Source: an optimization exercise on an open RTL-to-GDS flow (aim: small area and a short achievable clock period). Production flows keep margins and buffers that such runs may drop.
RTL that was checked went through simulation tests only; none was proved equivalent to the original.
Power and IR drop assume default switching activity.

Setup of rev 12:
// fp_mul_pipe
module fp_mul_pipe (
  input  logic        clk,
  input  logic        rst_n,
  input  logic        in_valid,
  input  logic [3:0]  r_mode,
  input  logic [31:0] fp_X,
  input  logic [31:0] fp_Y,
  output logic        out_valid,
  output logic [31:0] fp_Z,
  output logic        ovrf,
  output logic        udrf
);
Settings: LEC_CHECK=0, ABC_AREA=1, CAP_MARGIN=20, CORE_MARGIN=2, CORE_UTILIZATION=40, SETUP_SLACK_MARGIN=4.5, SLEW_MARGIN=20; clock period 8.5 ns.
run.sh (not shown) runs the stock make flow with config.mk's settings and CLKGATE_MAP_FILE= SYNTH_SCRIPT=/design/flow/synth_recipe.tcl, a recipe that flattens the netlist after the stock synthesis.
Rev 12 | status: complete | timing, DRC, antenna: pass
The inputs of rev 13 differ from those of rev 12 as listed below.
- SETUP_SLACK_MARGIN: 4.5 -> unset
- ABC_AREA: 1 -> unset
Findings:
Summary of rev 13 over rev 12: fraction of layout cells with a size suffix above 1 -12 points; count of antenna-violating nets left after detailed routing ~0 delta; total power -8.7%; layout inverter count without the clock tree -129.
Relative to rev 12, the routing usage on met2 of rev 13 is higher by 2.4 points.
Run comparison: rev 12 slowest library cell on the worst path sky130_fd_sc_hd__dfxtp_4; rev 13 slowest library cell on the worst path sky130_fd_sc_hd__buf_4
[compare] base=rev 12 new=rev 13: clock buffer and inverter area fraction after layout shows an increase of 0.32 points, compound-cell area share of the yosys netlist shows an increase of 15 points, count of cell instances traversed by the critical path shows a reduction of 2, count of clock-buffer cells in the layout shows an increase of 15%.


Another version of the RTL of fp_mul_pipe (not shown whole).
For scale: about 2000 cells after synthesis, about 110 I/O pins, roughly 20000 sq um of cells after synthesis.
Settings: LEC_CHECK=0, CAP_MARGIN=20, CORE_MARGIN=2, CORE_UTILIZATION=40, SETUP_SLACK_MARGIN=4.5, SLEW_MARGIN=20; clock period 8.5 ns.
Next try:
- ABC_AREA: default -> 1
Effect:
- The changed run finished clean
- design area increases by 2.5%
- register-to-register slack gets worse by 0.15 ns
- routed wire length increases by 13%
- total power decreases by 2.3%
- area after synthesis increases by 1.9%
- die area increases by 1.9%
- utilization increases by 0.23 points
- final cell count increases by 12%
No functional check of the RTL was part of any run of this note.


Setup of build 37:
Another version of the RTL of fp_mul_pipe (not shown whole).
For scale: ~2000 cells after synthesis, ~110 I/O pins, about 21000 um2 of cells after synthesis.
Design fp_mul_pipe, start of the top module:
module fp_mul_pipe (
  input  logic        clk,
  input  logic        rst_n,
  input  logic        in_valid,
  input  logic [3:0]  r_mode,
  input  logic [31:0] fp_X,
  input  logic [31:0] fp_Y,
  output logic        out_valid,
  output logic [31:0] fp_Z,
  output logic        ovrf,
  output logic        udrf
);
Settings: LEC_CHECK=0, CAP_MARGIN=20, CORE_MARGIN=2, CORE_UTILIZATION=40, CTS_BUF_LIST=sky130_fd_sc_hd__clkbuf_8, CTS_CLUSTER_DIAMETER=50, CTS_CLUSTER_SIZE=30, SETUP_SLACK_MARGIN=5.0, SLEW_MARGIN=20, SYNTH_HIERARCHICAL=1, SYNTH_MINIMUM_KEEP_SIZE=0; clock period 8.5 ns.
Build 37 finished every stage and its layout cleared the timing, design-rule and antenna checks.
### build 37 -> build 3
- CTS_CLUSTER_SIZE changed from 30 to 40
- CTS_CLUSTER_DIAMETER changed from 50 to 60
==> flow/flow/run.sh (new file) <==
#!/bin/bash
set -euo pipefail
MARGIN=5.3
sed -E "s/SETUP_SLACK_MARGIN=[-0-9.]+/SETUP_SLACK_MARGIN=${MARGIN}/" standard.sh > standard_margin.sh
grep -q "SETUP_SLACK_MARGIN=${MARGIN}" standard_margin.sh
bash standard_margin.sh > standard.log 2>&1
==> flow/standard.sh (new file) <==
#!/bin/bash
# synth_recipe.tcl (not shown) runs the flow's synth.tcl, then flattens the netlist and writes it again
# the make line also repeats each setting of config.mk as NAME=value (left out here)
make -C /OpenROAD-flow-scripts/flow DESIGN_CONFIG=/design/flow/config.mk WORK_HOME=/design/flow/orfs CLKGATE_MAP_FILE= SYNTH_SCRIPT=/design/flow/synth_recipe.tcl "${@:-finish}"
removed: flow/run.sh
### Flow results
- Build 3 reached the end of the flow, and the finished layout is clean on the timing, design-rule and antenna checks.
- Number of signal-net buffers in the layout went up by a little under 10% going from build 37 to build 3.
- met1 track demand over resource in global routing on build 3 is up relative to build 37.
- Going from build 37 to build 3, final cell area excluding filler cells moved up, sequential share of layout area level, setup slack moved down.
- For build 3, the capture point of the worst path was p2_q[18], unlike build 37, where it was p2_q[19].
Modified inputs, build 9 compared to build 3
- SLEW_MARGIN now 0, was 20
- CAP_MARGIN now 0, was 20
==> flow/run.sh (new file) <==
#!/bin/bash
# synth_recipe.tcl (not shown) runs the flow's synth.tcl, then flattens the netlist and writes it again
# the make line also repeats each setting of config.mk as NAME=value (left out here)
make -C /OpenROAD-flow-scripts/flow DESIGN_CONFIG=/design/flow/config.mk WORK_HOME=/design/flow/orfs CLKGATE_MAP_FILE= SYNTH_SCRIPT=/design/flow/synth_recipe.tcl finish
removed: flow/flow/run.sh
removed: flow/standard.sh
==> comparison <==
Build 9 reached the final stage; the timing, design-rule and antenna checks on its layout passed.
Compared build 9 vs build 3, and count of clock-buffer cells in the layout is down in build 9.
Build 9 against build 3: buffer and inverter count on the worst path went down, wire length reported by the detailed router now smaller, sequential power roughly the same.
Re wire length of the first global-routing pass: build 9 and build 3 aren't equal, and the higher value belongs to build 3.
In build 9 relative to build 3, power after layout had gone down slightly.
Via count delta (build 9 -> build 3): insignificant
When build 9 is measured against build 3, its part of the total power dissipated in combinational logic turns out 0.7 points lower.

static timing again, ports no longer ideal:
The results above use ideal ports. As a check the final layouts listed here were re-extracted and re-timed, cells and wires unchanged. Step 1, drivers: a clkbuf_16 drives clk and a buf_2 each remaining input, both assumed. Step 2 moves the port delays by t, midway between the first and last clock arrival at a register: inputs arrive t later, outputs are due t later. That takes back most of the time a late clock gives input paths. Three values: no drivers, after step 1, after step 2; two values: the first two.
run	t (ns)	slack for setup (ns)	worst hold slack (ns)	worst setup path after step 2	cell pins on the clock port's net
rev 12	0.643	4.210 / 4.210 / 4.210	0.319 / 0.319 / 0.319	register to register	1
rev 13	0.652	2.871 / 2.871 / 2.871	0.325 / 0.325 / 0.325	register to register	1
the first run of note 2	0.637	4.352 / 4.365 / 3.728	0.323 / 0.323 / 0.323	input to register	1
the second run of note 2	0.635	4.510 / 4.510 / 4.187	0.326 / 0.326 / 0.326	input to register	1
build 37	0.705	5.150 / 5.150 / 4.707	0.338 / 0.338 / 0.338	input to register	1
build 3	0.700	5.129 / 5.129 / 4.847	0.333 / 0.333 / 0.333	input to register	1
build 9	0.698	5.161 / 5.161 / 4.682	0.341 / 0.341 / 0.341	input to register	1
After both steps every run listed still meets setup and hold. For the first run of note 2, which loses most, drivers alone change the setup slack by +0.013 ns; drivers and shift together by -0.624 ns.
